From an optimization exercise on the open Yosys and OpenROAD flow, aimed at small area; shortcuts taken in it are not production practice.
In this exercise RTL edits were held to simulation tests only and were not proved equivalent to the original.
Power figures rest on the tool's default switching activity, not on a simulated workload.

// audio_noise_gate_with_hold
module audio_noise_gate_with_hold #(
  parameter int SAMPLE_BITS = ngate_pkg::SampleBitsDef,
  parameter int COEF_BITS   = ngate_pkg::CoefBitsDef,
  parameter int HOLD_BITS   = ngate_pkg::HoldBitsDef,
  parameter int CFG_BITS    = (SAMPLE_BITS > COEF_BITS)
                              ? ((SAMPLE_BITS > HOLD_BITS) ? SAMPLE_BITS : HOLD_BITS)
                              : ((COEF_BITS > HOLD_BITS) ? COEF_BITS : HOLD_BITS)
) (
  input  wire logic                             clk_i,
  input  wire logic                             rst_ni,
  input  wire logic                             cfg_we_i,
  input  wire logic [ngate_pkg::CfgIdxBits-1:0] cfg_idx_i,
  input  wire logic [CFG_BITS-1:0]              cfg_data_i,
  input  wire logic                             in_valid_i,
  output      logic                             in_ready_o,
  input  wire logic signed [SAMPLE_BITS-1:0]    in_sample_i,
  output      logic                             out_valid_o,
  input  wire logic                             out_ready_i,
  output      logic signed [SAMPLE_BITS-1:0]    out_sample_o,
  output      logic [COEF_BITS:0]               out_gain_o,
  output      logic                             out_gate_open_o
);
  localparam logic [1:0] PH_IDLE = 2'd0;
  localparam logic [1:0] PH_ENV  = 2'd1;
  localparam logic [1:0] PH_GAIN = 2'd2;
  localparam logic [1:0] PH_OUT  = 2'd3;
  logic        en_q;
  logic [23:0] thr_q, da_q, dr_q, ga_q, gr_q;
  logic [19:0] hl_q;
  logic [23:0] env_q;
  logic [24:0] g_q;
  logic [19:0] hc_q;
  logic [24:0] s_q;
  logic        open_q, ov_q, rise_q, b_q, f1_q, f2_q, clr_q;
  logic [1:0]  ph_q;
  logic [4:0]  j_q;
  logic [23:0] wd0, wd1;                   
  logic [7:0]  we;
  assign wd0 = cfg_data_i[23:0] & {24{rst_ni}};
  assign wd1 = cfg_data_i[23:0] | {24{!rst_ni}};
  always_comb begin
    for (int r = 0; r < 8; r++) we[r] = !rst_ni || (cfg_we_i && (cfg_idx_i == 3'(r)));
  end
  logic [23:0] wthr, wda, wdr, wga, wgr, whl;
  assign wthr = (wd1 & ngate_pkg::ThresholdRst[23:0]) | (wd0 & ~ngate_pkg::ThresholdRst[23:0]);
  assign wda  = (wd1 & ngate_pkg::DetAtkRst[23:0])    | (wd0 & ~ngate_pkg::DetAtkRst[23:0]);
  assign wdr  = (wd1 & ngate_pkg::DetRelRst[23:0])    | (wd0 & ~ngate_pkg::DetRelRst[23:0]);
  ...
Size in the first run: about 250 flip-flops, about 110 I/O pins, roughly 12000 um^2 of cells after synthesis.
Settings: LEC_CHECK=0, ABC_AREA=1, CAP_MARGIN=20, CORE_MARGIN=2, CORE_UTILIZATION=75, CTS_BUF_LIST=sky130_fd_sc_hd__clkbuf_16, CTS_CLUSTER_DIAMETER=90, CTS_CLUSTER_SIZE=24, SLEW_MARGIN=20; clock period 12.0 ns.
standard.sh (not shown) runs the stock make flow with config.mk's settings and CLKGATE_MAP_FILE= SYNTH_SCRIPT=/design/flow/synth_recipe.tcl, a recipe that flattens the netlist after the stock synthesis.
==> flow/flow/run.sh <==
#!/bin/bash
# Layout flow: the standard ORFS flow (standard synthesis unchanged), with
# the port buffers made of the smallest buffer cell instead of the default
# choice. Every input and output port still gets its own buffer.
set -euo pipefail
bash standard.sh BUFFER_PORTS_ARGS="-buffer_cell sky130_fd_sc_hd__buf_1" finish > orfs_flow.log 2>&1
Rerun with:
- ABC_AREA: 1 -> default
- CAP_MARGIN: 20 -> 10
- SLEW_MARGIN: 20 -> 10
Result:
- non-clock buffer count decreases by 17
- synthesized area decreases by 1.4%
- core utilization decreases by 1.4 points
- routed wire length decreases by 4.2%
Rerun with:
- ABC_AREA: default -> 1
- CAP_MARGIN: 10 -> 20
- CORE_UTILIZATION: 75 -> 70
- CTS_CLUSTER_DIAMETER: 90 -> 80
- CTS_CLUSTER_SIZE: 24 -> 20
- SLEW_MARGIN: 10 -> 20
The changed run passed the timing, design-rule and antenna checks.
Global-route usage falls by 1.8 points.
Count of clock-buffer cells in the layout came out higher by 3.
Cell area climbs by 2.5%.
Fmax rose by 1.2%.
Routed wire length went up by 2.4%.
Worst hold slack is worse by 19 ps.
Setup slack is better by 140 ps.
Synthesized cell count rises by 33%.
Die area went up by 8.3%.
Final cell count rose by 27%.
Via count went up by 14%.
Rerun with:
- ABC_AREA: 1 -> default
- CAP_MARGIN: 20 -> 10
- CORE_UTILIZATION: 70 -> 75
- CTS_CLUSTER_DIAMETER: 80 -> 90
- CTS_CLUSTER_SIZE: 20 -> 24
- GPL_TIMING_DRIVEN: default -> 0
- SLEW_MARGIN: 20 -> 10
=> This time the run finished but failed the layout checks on setup timing; setup slack degrades by 650 ps; global-route usage went up by 7.4 points; register-to-register slack gets worse by 650 ps; total power came out higher by 20%; sequential share of layout area came out lower by 0.82 points; critical path depth fell by 4; wire length rose by 12%; final cell count decreases by 17%; clock skew went up by 7.1 ps; combinational power rose by 37%.

========
## red
audio_noise_gate_with_hold again, from the RTL that the note above started with.
export LEC_CHECK = 0
export ABC_AREA = 1
export CAP_MARGIN = 20
export CORE_MARGIN = 2
export CORE_UTILIZATION = 78
export CTS_BUF_LIST = sky130_fd_sc_hd__clkbuf_16
export CTS_CLUSTER_DIAMETER = 80
export CTS_CLUSTER_SIZE = 20
export SLEW_MARGIN = 20
create_clock -name core_clock -period 12.0 [get_ports {clk_i}]
Scripts as last shown in full above: flow/flow/run.sh
red finished every stage and its layout cleared the timing, design-rule and antenna checks.
The inputs of blue differ from those of red as listed below.
Settings: ABC_AREA removed (was 1); CTS_CLUSTER_DIAMETER changed from 80 to 110; CAP_MARGIN changed from 20 to 10; SLEW_MARGIN changed from 20 to 10; CTS_CLUSTER_SIZE changed from 20 to 32; CORE_UTILIZATION changed from 78 to 75.
### Flow results
red has higher sequential share of power than blue. From red to blue the numbers moved as follows: count of placed standard cells including taps lost about 20%; total die area went up by 2.5%; hold slack +0.029 ns. Compared with red, in blue length of routed met3 wiring has decreased; global-route wire length before repair has decreased; area after synthesis has decreased; design area has decreased. Taking red as the reference point, the final cell count of blue falls by 20%.
--- input diff blue..green ---
Settings: changing CTS_CLUSTER_DIAMETER from 110 to 60; changing CTS_CLUSTER_SIZE from 32 to 14; changing CTS_BUF_LIST from sky130_fd_sc_hd__clkbuf_16 to sky130_fd_sc_hd__clkbuf_8.
==> comparison <==
- green vs blue, cell type of the slowest stage on the worst timing path: or4b_4 vs dfrtp_2
- Power per cell area was lower in green than in blue.
- Sort blue and green by power asc -> top: green
- Instance count on the critical path: green vs blue identical
- In the reports for blue and green, the smaller detailed-routing iteration count for the pre-antenna-repair pass belongs to blue.
- Aggregate negative setup slack came out exactly the same in blue and green.

-- static timing again, ports no longer ideal --
No port has a modelled driver above. Below, the same layouts with a new extraction and two added sets of constraints.
Step 1 sets driving cells, clkbuf_16 on the clock port and buf_2 on the other inputs (assumed; they add their load-dependent delay and slew).
Step 2 moves the port delays by t, midway between the first and last clock arrival at a register: inputs arrive t later, outputs are due t later. That takes back most of the time a late clock gives input paths.
a / b / c = no drivers / after step 1 / after step 2; a / b = the first two.
run | shift t [ns] | slack for setup (ns) | worst register clock-pin slew, ns | cell pins on the clock port's net
the first run of note 1 | 0.525 | 0.331 / 0.331 / 0.331 | 0.10 / 0.10 | 1
the second run of note 1 | 0.529 | 0.135 / 0.135 / 0.135 | 0.10 / 0.10 | 1
the third run of note 1 | 0.542 | 0.279 / 0.279 / 0.279 | 0.08 / 0.08 | 1
the fourth run of note 1 | 0.532 | -0.374 / -0.374 / -0.374 | 0.10 / 0.10 | 1
red | 0.532 | 0.326 / 0.326 / 0.326 | 0.09 / 0.09 | 1
blue | 0.535 | 0.177 / 0.177 / 0.177 | 0.12 / 0.12 | 1
green | 0.586 | 0.172 / 0.172 / 0.172 | 0.10 / 0.10 | 1
